Source: an optimization exercise on an open RTL-to-GDS flow (aim: small area). Production flows keep margins and buffers that such runs may drop.
At most, simulation tests tie the RTL to the original design; equivalence was not proved.
Power figures rest on the tool's default switching activity, not on a simulated workload. No driver is modelled on the clock port, so clocking that relies on it looks cheaper here than on a real chip.

==> flow/design.v <==
`timescale 1ns/1ps
module delay_increment_comparator #(
  parameter int DW_INTEGER  = 18,
  parameter int DW_FRACTION = 8,
  parameter int DW_DELAY    = 12,
  parameter int N_HALF      = 32
) (
  input  logic                                    clk,
  input  logic                                    rst,
  input  logic                                    configure,
  input  logic signed [DW_INTEGER+DW_FRACTION:0]  term_pos_n,
  input  logic signed [DW_INTEGER+DW_FRACTION:0]  term_neg_n,
  input  logic                                    term_ready,
  output logic                                    term_ack,
  output logic        [DW_DELAY-1:0]              delay_pos,
  output logic        [DW_DELAY-1:0]              delay_neg,
  output logic        [4:0]                       elem_idx,
  output logic        [15:0]                      point_idx,
  output logic                                    out_valid,
  input  logic                                    out_ready,
  output logic                                    overflow
);
  localparam int TW = DW_INTEGER + DW_FRACTION + 1;
  localparam int AW = TW + 2;
  localparam int EW = AW + DW_DELAY;    
  localparam int HW = AW - DW_FRACTION;
  localparam logic [1:0] S_IDLE = 2'd0, S_CAPTURE = 2'd1, S_UPDATE = 2'd2, S_OUTPUT = 2'd3;
  logic [1:0]          state_q;
  logic                term_ack_q;
  logic                out_valid_q;
  logic                overflow_q;
  logic                first_q;
  logic [4:0]          elem_q;
  logic [15:0]         point_q;
  logic [EW-1:0]       ring_pos [N_HALF];
  logic [EW-1:0]       ring_neg [N_HALF-1];
  logic                take;
  logic                is_center;
  logic [EW-1:0]       sum_pos, sum_neg;
  logic [EW-1:0]       nrm_pos, nrm_neg;
  logic                ovf_pos, ovf_neg;
  function automatic logic [AW:0] ripple(input logic [AW-1:0] a, input logic [AW-1:0] b,
                                         input logic cin, input int w);
    logic c;
    ripple = '0;
    c = cin;
    for (int i = 0; i < w; i++) begin
      ripple[i] = a[i] ^ b[i] ^ c;
      c         = (a[i] & b[i]) | (c & (a[i] ^ b[i]));
    end
    ripple[w] = c;
  endfunction
  localparam int SPLIT = 17;
  function automatic logic [EW-1:0] accum(input logic [EW-1:0] cur, input logic first,
                                          input logic [TW-1:0] term);
    logic [EW-1:0]       h;
    logic [AW-1:0]       t, s;
    logic [AW:0]         lo, up;
    logic                p;
    h  = first ? '0 : cur;
    t  = {{(AW-TW){term[TW-1]}}, term};
    lo = ripple(h[AW-1:0], t, 1'b0, SPLIT);
    up = ripple(AW'(h[AW-1:SPLIT]), AW'(t[AW-1:SPLIT]), 1'b0, AW - SPLIT);
    s[SPLIT-1:0] = lo[SPLIT-1:0];
    p = 1'b1;
    for (int i = SPLIT; i < AW; i++) begin
      s[i] = up[i-SPLIT] ^ (lo[SPLIT] & p);
      p    = p & up[i-SPLIT];
    end
    accum = {h[EW-1:AW], s};
  endfunction
  localparam int CW = DW_DELAY + 1;
  function automatic logic [EW:0] settle(input logic [EW-1:0] cur);
    logic [DW_DELAY-1:0]  cnt, cn, cnt_nx;
    logic                 cwrap;
    logic [HW-1:0]        hi, rem;
    logic [AW:0]          d, o;
    logic                 neg, big, ge, ov, b;
    logic [DW_DELAY-1:0]  tq;
    cnt   = cur[EW-1:AW];
    hi    = cur[AW-1:DW_FRACTION];
    neg   = hi[HW-1];
    big   = |hi[HW-2:CW];
    d     = ripple(AW'(hi[CW-1:1]), AW'(~cnt), hi[0], DW_DELAY);
    ge    = ~neg & (big | d[DW_DELAY]);
    b     = ~d[DW_DELAY];
    rem   = '0;
    rem[0] = ~hi[0];
    rem[CW-1:1] = d[DW_DELAY-1:0];
    for (int i = CW; i < HW; i++) begin
      rem[i] = hi[i] ^ b;
      b      = b & ~hi[i];
    end
    {cwrap, cn} = {1'b0, cnt} + 1'b1;
    cnt_nx = ge ? cn : cnt;
    tq    = {cn[DW_DELAY-1] | cwrap, cn[DW_DELAY-2:0]};
    o     = ripple(AW'(hi[CW:2]), AW'(~tq), 1'b1, DW_DELAY);
    ov    = ~neg & ((|hi[HW-2:CW+1]) | o[DW_DELAY]);
    settle = {ge & ov, cnt_nx, ge ? rem : hi, cur[DW_FRACTION-1:0]};
  endfunction
  assign take      = (state_q == S_CAPTURE) && term_ready && !rst && !configure;
  assign is_center = (elem_q == 5'd0);
  always_comb begin
    sum_pos            = accum(ring_pos[0], first_q, term_pos_n);
    sum_neg            = accum(ring_neg[0], first_q, term_neg_n);
    {ovf_pos, nrm_pos} = settle(ring_pos[N_HALF-1]);
    {ovf_neg, nrm_neg} = settle(ring_neg[N_HALF-2]);
  end
  always_ff @(posedge clk) begin
    if (take) begin
      for (int i = 0; i < N_HALF - 2; i++) ring_pos[i] <= ring_pos[i+1];
      ring_pos[N_HALF-2] <= nrm_pos;
      ring_pos[N_HALF-1] <= sum_pos;
    end
  end
  always_ff @(posedge clk) begin
    if (take && !is_center) begin
      for (int i = 0; i < N_HALF - 3; i++) ring_neg[i] <= ring_neg[i+1];
      ring_neg[N_HALF-3] <= nrm_neg;
      ring_neg[N_HALF-2] <= sum_neg;
    end
  end
  always_ff @(posedge clk) begin
    if (rst || configure) begin
      first_q <= 1'b1;
    end else if (take && elem_q == 5'(N_HALF - 1)) begin
      first_q <= 1'b0;
    end
  end
  always_ff @(posedge clk) begin
    if (rst || configure) begin
      state_q     <= rst ? S_IDLE : S_CAPTURE;
      term_ack_q  <= 1'b0;
      out_valid_q <= 1'b0;
      overflow_q  <= 1'b0;
      elem_q      <= '0;
      point_q     <= '0;
    end else begin
      case (state_q)
        S_IDLE: begin
          term_ack_q <= 1'b0;
        end
        S_CAPTURE: begin
          if (term_ready) begin
            term_ack_q <= 1'b1;
            state_q    <= S_UPDATE;
          end
        end
        S_UPDATE: begin
          term_ack_q  <= 1'b0;
          out_valid_q <= 1'b1;
          overflow_q  <= overflow_q | ovf_pos | (~is_center & ovf_neg);
          state_q     <= S_OUTPUT;
        end
        default: begin
          if (out_ready) begin
            out_valid_q <= 1'b0;
            state_q     <= S_CAPTURE;
            if (elem_q == 5'(N_HALF - 1)) begin
              elem_q  <= '0;
              point_q <= point_q + 16'd1;
            end else begin
              elem_q  <= elem_q + 5'd1;
            end
          end
        end
      endcase
    end
  end
  assign term_ack  = term_ack_q;
  assign out_valid = out_valid_q;
  assign overflow  = overflow_q;
  assign delay_pos = nrm_pos[EW-1:AW];
  assign delay_neg = is_center ? nrm_pos[EW-1:AW] : nrm_neg[EW-1:AW];
  assign elem_idx  = elem_q;
  assign point_idx = point_q;
endmodule
Settings: LEC_CHECK=0, CAP_MARGIN=20, CORE_MARGIN=2, CORE_UTILIZATION=70, CTS_CLUSTER_DIAMETER=80, CTS_CLUSTER_SIZE=30, PLACE_DENSITY=0.75, SLEW_MARGIN=20; clock period 10.0 ns.
standard.sh (not shown) runs the stock make flow with config.mk's settings and CLKGATE_MAP_FILE= SYNTH_SCRIPT=/design/flow/synth_recipe.tcl, a recipe that flattens the netlist after the stock synthesis.
==> flow/flow/run.sh <==
#!/bin/bash
# Own layout flow: the standard flow (standard.sh, unchanged synthesis) with
# smaller port buffers and a clock tree without dummy loads.
set -euo pipefail
cd "$(dirname "$0")/.."
CTS="-sink_clustering_enable -repair_clock_nets -sink_clustering_size ${CTS_SIZE:-30} -sink_clustering_max_diameter ${CTS_DIAM:-80} -dont_use_dummy_load"
bash standard.sh \
  "BUFFER_PORTS_ARGS=-buffer_cell sky130_fd_sc_hd__buf_1" \
  "CTS_ARGS=$CTS" \
  finish > standard.log 2>&1
Next try:
--- a/flow/design.v
+++ b/flow/design.v
@@ -68,38 +68,38 @@
       p    = p & up[i-SPLIT];
     end
     accum = {h[EW-1:AW], s};
   endfunction
   localparam int CW = DW_DELAY + 1;
   function automatic logic [EW:0] settle(input logic [EW-1:0] cur);
-    logic [DW_DELAY-1:0]  cnt, cn, cnt_nx;
-    logic                 cwrap;
+    logic [DW_DELAY-1:0]  cnt, cnt_nx;
     logic [HW-1:0]        hi, rem;
     logic [AW:0]          d, o;
     logic                 neg, big, ge, ov, b;
-    logic [DW_DELAY-1:0]  tq;
     cnt   = cur[EW-1:AW];
     hi    = cur[AW-1:DW_FRACTION];
     neg   = hi[HW-1];
     big   = |hi[HW-2:CW];
     d     = ripple(AW'(hi[CW-1:1]), AW'(~cnt), hi[0], DW_DELAY);
     ge    = ~neg & (big | d[DW_DELAY]);
-    b     = ~d[DW_DELAY];
-    rem   = '0;
-    rem[0] = ~hi[0];
-    rem[CW-1:1] = d[DW_DELAY-1:0];
+    rem    = hi;
+    rem[0] = hi[0] ^ ge;
+    if (ge) rem[CW-1:1] = d[DW_DELAY-1:0];
+    b     = 1'b1;
     for (int i = CW; i < HW; i++) begin
-      rem[i] = hi[i] ^ b;
+      rem[i] = hi[i] ^ (ge & ~d[DW_DELAY] & b);
       b      = b & ~hi[i];
     end
-    {cwrap, cn} = {1'b0, cnt} + 1'b1;
-    cnt_nx = ge ? cn : cnt;
-    tq    = {cn[DW_DELAY-1] | cwrap, cn[DW_DELAY-2:0]};
-    o     = ripple(AW'(hi[CW:2]), AW'(~tq), 1'b1, DW_DELAY);
-    ov    = ~neg & ((|hi[HW-2:CW+1]) | o[DW_DELAY]);
-    settle = {ge & ov, cnt_nx, ge ? rem : hi, cur[DW_FRACTION-1:0]};
+    b = 1'b1;
+    for (int i = 0; i < DW_DELAY; i++) begin
+      cnt_nx[i] = cnt[i] ^ (ge & b);
+      b         = b & cnt[i];
+    end
+    o     = ripple(AW'(hi[CW:2]), AW'(~cnt), 1'b0, DW_DELAY);
+    ov    = ~neg & ((&cnt) ? big : ((|hi[HW-2:CW+1]) | o[DW_DELAY]));
+    settle = {ge & ov, cnt_nx, rem, cur[DW_FRACTION-1:0]};
   endfunction
   assign take      = (state_q == S_CAPTURE) && term_ready && !rst && !configure;
   assign is_center = (elem_q == 5'd0);
   always_comb begin
     sum_pos            = accum(ring_pos[0], first_q, term_pos_n);
     sum_neg            = accum(ring_neg[0], first_q, term_neg_n);
What happened: First-iteration DRC count drops by 4.0%. Setup slack is better by 0.16 ns. Utilization drops by 0.16 points. Via count drops by about 0.7%. Cell area drops by about 0.35%. Synthesized area stays flat. Maximum frequency climbs by about 1.7%. Routed wire length stays flat. Power is about the same. Final cell count drops by about 0.7%. Die area stays flat. Clock skew climbs by 0.012 ns.
Function not checked in the second run of this note: the RTL went through the layout flow alone.

---

// delay_increment_comparator: RTL as listed in full above, without the edits since
export LEC_CHECK = 0
export CAP_MARGIN = 20
export CORE_MARGIN = 2
export CORE_UTILIZATION = 70
export CTS_CLUSTER_DIAMETER = 80
export CTS_CLUSTER_SIZE = 30
export PLACE_DENSITY = 0.75
export SLEW_MARGIN = 20
create_clock -name core_clock -period 10.0 [get_ports {clk}]
run.sh (not shown) runs the stock make flow with config.mk's settings and CLKGATE_MAP_FILE= SYNTH_SCRIPT=/design/flow/synth_recipe.tcl, a recipe that flattens the netlist after the stock synthesis.
Stock flow here: none of the scripts above is used.
Rerun with:
--- a/flow/design.v
+++ b/flow/design.v
@@ -62,9 +62,9 @@
     lo = ripple(h[AW-1:0], t, 1'b0, SPLIT);
     up = ripple(AW'(h[AW-1:SPLIT]), AW'(t[AW-1:SPLIT]), 1'b0, AW - SPLIT);
     s[SPLIT-1:0] = lo[SPLIT-1:0];
-    p = 1'b1;
+    p = lo[SPLIT];
     for (int i = SPLIT; i < AW; i++) begin
-      s[i] = up[i-SPLIT] ^ (lo[SPLIT] & p);
+      s[i] = up[i-SPLIT] ^ p;
       p    = p & up[i-SPLIT];
     end
     accum = {h[EW-1:AW], s};
What happened: With this change the flow finished but failed the layout checks on negative setup slack; power went up slightly; sequential power barely changes; core utilization went up by 0.32 points; clock-buffer cell count went up by 8; die area hardly moves; worst setup slack gets worse by 0.54 ns; via count went up slightly; critical path depth went up by 15; hold slack gets worse by 0.017 ns; wire length went up by roughly a tenth.
Only the layout flow was run in the second run of this note; the RTL was not checked for function there.

---

== P ==
delay_increment_comparator, a different RTL version from the one above (not shown whole).
Size in the first run: ~3200 cells after synthesis, ~2600 flip-flops, ~110 I/O pins.
==> module delay_increment_comparator, before the edit <==
module delay_increment_comparator #(
  parameter int DW_INTEGER  = 18,
  parameter int DW_FRACTION = 8,
  parameter int DW_DELAY    = 12,
  parameter int N_HALF      = 32
) (
  input  logic                                    clk,
  input  logic                                    rst,
  input  logic                                    configure,
  input  logic signed [DW_INTEGER+DW_FRACTION:0]  term_pos_n,
  input  logic signed [DW_INTEGER+DW_FRACTION:0]  term_neg_n,
  input  logic                                    term_ready,
  output logic                                    term_ack,
  output logic        [DW_DELAY-1:0]              delay_pos,
  output logic        [DW_DELAY-1:0]              delay_neg,
  output logic        [4:0]                       elem_idx,
  output logic        [15:0]                      point_idx,
  output logic                                    out_valid,
  input  logic                                    out_ready,
  output logic                                    overflow
);
  localparam int TW = DW_INTEGER + DW_FRACTION + 1;
  localparam int AW = TW + 2;
  localparam int EW = AW + DW_DELAY;    
  localparam int HW = AW - DW_FRACTION;
  logic                wait_q;
  logic                term_ack_q;
  logic                out_valid_q;
  logic                overflow_q;
  logic                first_q;
  logic [4:0]          elem_q;
  logic [15:0]         point_q;
  logic [EW-1:0]       ring_pos [N_HALF];
  logic [EW-1:0]       ring_neg [N_HALF-1];
  logic                take;
  logic                is_center;
  logic [EW-1:0]       sum_pos, sum_neg;
  logic [EW-1:0]       nrm_pos, nrm_neg;
  logic                ovf_pos, ovf_neg;
  function automatic logic [AW:0] ripple(input logic [AW-1:0] a, input logic [AW-1:0] b,
                                         input logic cin, input int w);
    logic c;
    ripple = '0;
    c = cin;
    for (int i = 0; i < w; i++) begin
      ripple[i] = a[i] ^ b[i] ^ c;
      c         = (a[i] & b[i]) | (c & (a[i] ^ b[i]));
    end
    ripple[w] = c;
  endfunction
  localparam int SPLIT = 17;
  function automatic logic [EW-1:0] accum(input logic [EW-1:0] cur, input logic first,
                                          input logic [TW-1:0] term);
    logic [EW-1:0]       h;
    logic [AW-1:0]       t, s;
    logic [AW:0]         lo, up;
    logic                p;
    h  = first ? '0 : cur;
    t  = {{(AW-TW){term[TW-1]}}, term};
    lo = ripple(h[AW-1:0], t, 1'b0, SPLIT);
    up = ripple(AW'(h[AW-1:SPLIT]), AW'(t[AW-1:SPLIT]), 1'b0, AW - SPLIT);
    s[SPLIT-1:0] = lo[SPLIT-1:0];
    p = 1'b1;
    for (int i = SPLIT; i < AW; i++) begin
      s[i] = up[i-SPLIT] ^ (lo[SPLIT] & p);
      p    = p & up[i-SPLIT];
    end
    accum = {h[EW-1:AW], s};
  endfunction
  localparam int CW = DW_DELAY + 1;
  function automatic logic [EW:0] settle(input logic [EW-1:0] cur);
    logic [DW_DELAY-1:0]  cnt, cnt_nx;
    logic [HW-1:0]        hi, rem;
    logic [AW:0]          d, o;
    logic                 neg, big, ge, ov, b;
    cnt   = cur[EW-1:AW];
    hi    = cur[AW-1:DW_FRACTION];
    neg   = hi[HW-1];
    big   = |hi[HW-2:CW];
    d     = ripple(AW'(hi[CW-1:1]), AW'(~cnt), hi[0], DW_DELAY);
    ge    = ~neg & (big | d[DW_DELAY]);
    rem    = hi;
    rem[0] = hi[0] ^ ge;
    if (ge) rem[CW-1:1] = d[DW_DELAY-1:0];
    b     = 1'b1;
    for (int i = CW; i < HW; i++) begin
      rem[i] = hi[i] ^ (ge & ~d[DW_DELAY] & b);
      b      = b & ~hi[i];
    end
    b = 1'b1;
    for (int i = 0; i < DW_DELAY; i++) begin
      cnt_nx[i] = cnt[i] ^ (ge & b);
      b         = b & cnt[i];
    end
    o     = ripple(AW'(hi[CW:2]), AW'(~cnt), 1'b0, DW_DELAY);
    ov    = ~neg & ((&cnt) ? big : ((|hi[HW-2:CW+1]) | o[DW_DELAY]));
    settle = {ge & ov, cnt_nx, rem, cur[DW_FRACTION-1:0]};
  endfunction
  assign take      = wait_q && term_ready && !rst && !configure;
  assign is_center = (elem_q == 5'd0);
  always_comb begin
    sum_pos            = accum(~ring_pos[0], first_q, term_pos_n);
    sum_neg            = accum(~ring_neg[0], first_q, term_neg_n);
    {ovf_pos, nrm_pos} = settle(ring_pos[N_HALF-1]);
    {ovf_neg, nrm_neg} = settle(ring_neg[N_HALF-2]);
  end
  always_ff @(posedge clk) begin
    if (take) begin
      for (int i = 0; i < N_HALF - 2; i++) ring_pos[i] <= ring_pos[i+1];
      ring_pos[N_HALF-2] <= ~nrm_pos;
      ring_pos[N_HALF-1] <= sum_pos;
    end
  end
  always_ff @(posedge clk) begin
    if (take && !is_center) begin
      for (int i = 0; i < N_HALF - 3; i++) ring_neg[i] <= ring_neg[i+1];
      ring_neg[N_HALF-3] <= ~nrm_neg;
      ring_neg[N_HALF-2] <= sum_neg;
    end
  end
  always_ff @(posedge clk) begin
    if (rst || configure) begin
      first_q <= 1'b1;
    end else if (take && elem_q == 5'(N_HALF - 1)) begin
      first_q <= 1'b0;
    end
  end
  always_ff @(posedge clk) begin
    if (rst || configure) begin
      wait_q      <= ~rst;
      term_ack_q  <= 1'b0;
      out_valid_q <= 1'b0;
      overflow_q  <= 1'b0;
      elem_q      <= '0;
      point_q     <= '0;
    end else begin
      if (wait_q && term_ready) begin
        wait_q     <= 1'b0;
        term_ack_q <= 1'b1;
      end
      if (term_ack_q) begin
        term_ack_q  <= 1'b0;
        out_valid_q <= 1'b1;
        overflow_q  <= overflow_q | ovf_pos | (~is_center & ovf_neg);
      end
      if (out_valid_q && out_ready) begin
        out_valid_q <= 1'b0;
        wait_q      <= 1'b1;
        if (elem_q == 5'(N_HALF - 1)) begin
          elem_q  <= '0;
          point_q <= point_q + 16'd1;
        end else begin
          elem_q  <= elem_q + 5'd1;
        end
      end
    end
  end
  assign term_ack  = term_ack_q;
  assign out_valid = out_valid_q;
  assign overflow  = overflow_q;
  assign delay_pos = nrm_pos[EW-1:AW];
  assign delay_neg = is_center ? nrm_pos[EW-1:AW] : nrm_neg[EW-1:AW];
  assign elem_idx  = elem_q;
  assign point_idx = point_q;
endmodule
clock: 10.0 ns
lec_check: 0
cap_margin: 5
core_margin: 2
core_utilization: 70
cts_cluster_diameter: 80
cts_cluster_size: 30
place_density: 0.75
slew_margin: 5
standard.sh (not shown) runs the stock make flow with config.mk's settings and CLKGATE_MAP_FILE= SYNTH_SCRIPT=/design/flow/synth_recipe.tcl, a recipe that flattens the netlist after the stock synthesis.
==> flow/flow/run.sh <==
#!/bin/bash
# Own layout flow: the standard flow (standard.sh, unchanged synthesis) with
# smaller port buffers and a clock tree without dummy loads.
set -euo pipefail
cd "$(dirname "$0")/.."
CTS="-sink_clustering_enable -repair_clock_nets -sink_clustering_size 19 -sink_clustering_max_diameter 65 -buf_list sky130_fd_sc_hd__clkbuf_8 -dont_use_dummy_load"
bash standard.sh \
  "BUFFER_PORTS_ARGS=-buffer_cell sky130_fd_sc_hd__buf_1" \
  "CTS_ARGS=$CTS" \
  finish > standard.log 2>&1
Changes in Q relative to P:
diff --git a/flow/design.v b/flow/design.v
--- a/flow/design.v
+++ b/flow/design.v
@@ -49,7 +49,7 @@
     end
     ripple[w] = c;
   endfunction
-  localparam int SPLIT = 17;
+  localparam int SPLIT = 18;
   function automatic logic [EW-1:0] accum(input logic [EW-1:0] cur, input logic first,
                                           input logic [TW-1:0] term);
     logic [EW-1:0]       h;
### Flow results
Diff P..Q | sequential cell count | unchanged
Cell area power density: P vs Q, no meaningful difference
The power consumption on P is in line with that on Q.
Status: fraction of power spent switching nets parity (Q, P)
Fraction of final layout cells sized beyond drive strength 1: Q vs P up 0.37 points
Q against P: gate count of the mapped netlist has decreased, critical path depth has increased, number of instances in the placed design has remained practically unchanged.
Between Q and P, the area growth from synthesis to layout does not differ in any meaningful way.
| sequential share of layout area | Q vs P | ≈ equal |
| multi-input combinational area share | P vs Q | ≈ equal |
Endpoint of the worst setup timing path: delay_neg[1] -> P, delay_neg[9] -> Q
Side by side, global-route wire length before repair turned out lower in Q than in P.
Taking P as the reference, in Q total routed wirelength now smaller, die footprint comparable.

[port drivers added, routing unchanged]
The flow's constraints put no driver on any port. The routed layouts listed below were extracted and timed again, unchanged, in two steps. Step 1 sets driving cells, clkbuf_16 on the clock port and buf_2 on the other inputs (assumed; they add their load-dependent delay and slew). Step 2 times the ports against the registers' clock, not the clock port: input delays grow and output delays shrink by t, the midpoint of the rising clock arrivals with the driver on. a / b / c = ideal / step 1 / step 2; a / b = the first two.
| run | t, ns | setup slack, ns | slew at the worst register clock pin (ns) | worst slew at a driven data input, ns |
|---|---|---|---|---|
| the first run of note 1 | 0.766 | 0.209 / 0.132 / -0.069 | 0.11 / 0.11 | 0.08 |
| the second run of note 1 | 0.758 | 0.370 / 0.297 / 0.089 | 0.11 / 0.11 | 0.06 |
| the first run of note 2 | 0.794 | 0.209 / 0.129 / -0.281 | 0.12 / 0.12 | 0.07 |
| the second run of note 2 | 0.777 | -0.330 / -0.298 / -1.075 | 0.12 / 0.12 | 0.09 |
| P | 0.887 | 0.309 / 0.237 / 0.091 | 0.11 / 0.11 | 0.08 |
| Q | 0.899 | 0.295 / 0.222 / -0.095 | 0.12 / 0.12 | 0.04 |
Met with ideal ports but missed after step 2: setup timing in the first run of note 1, the first run of note 2 and Q. For the second run of note 2, which loses most, drivers alone change the setup slack by +0.032 ns; drivers and shift together by -0.745 ns.
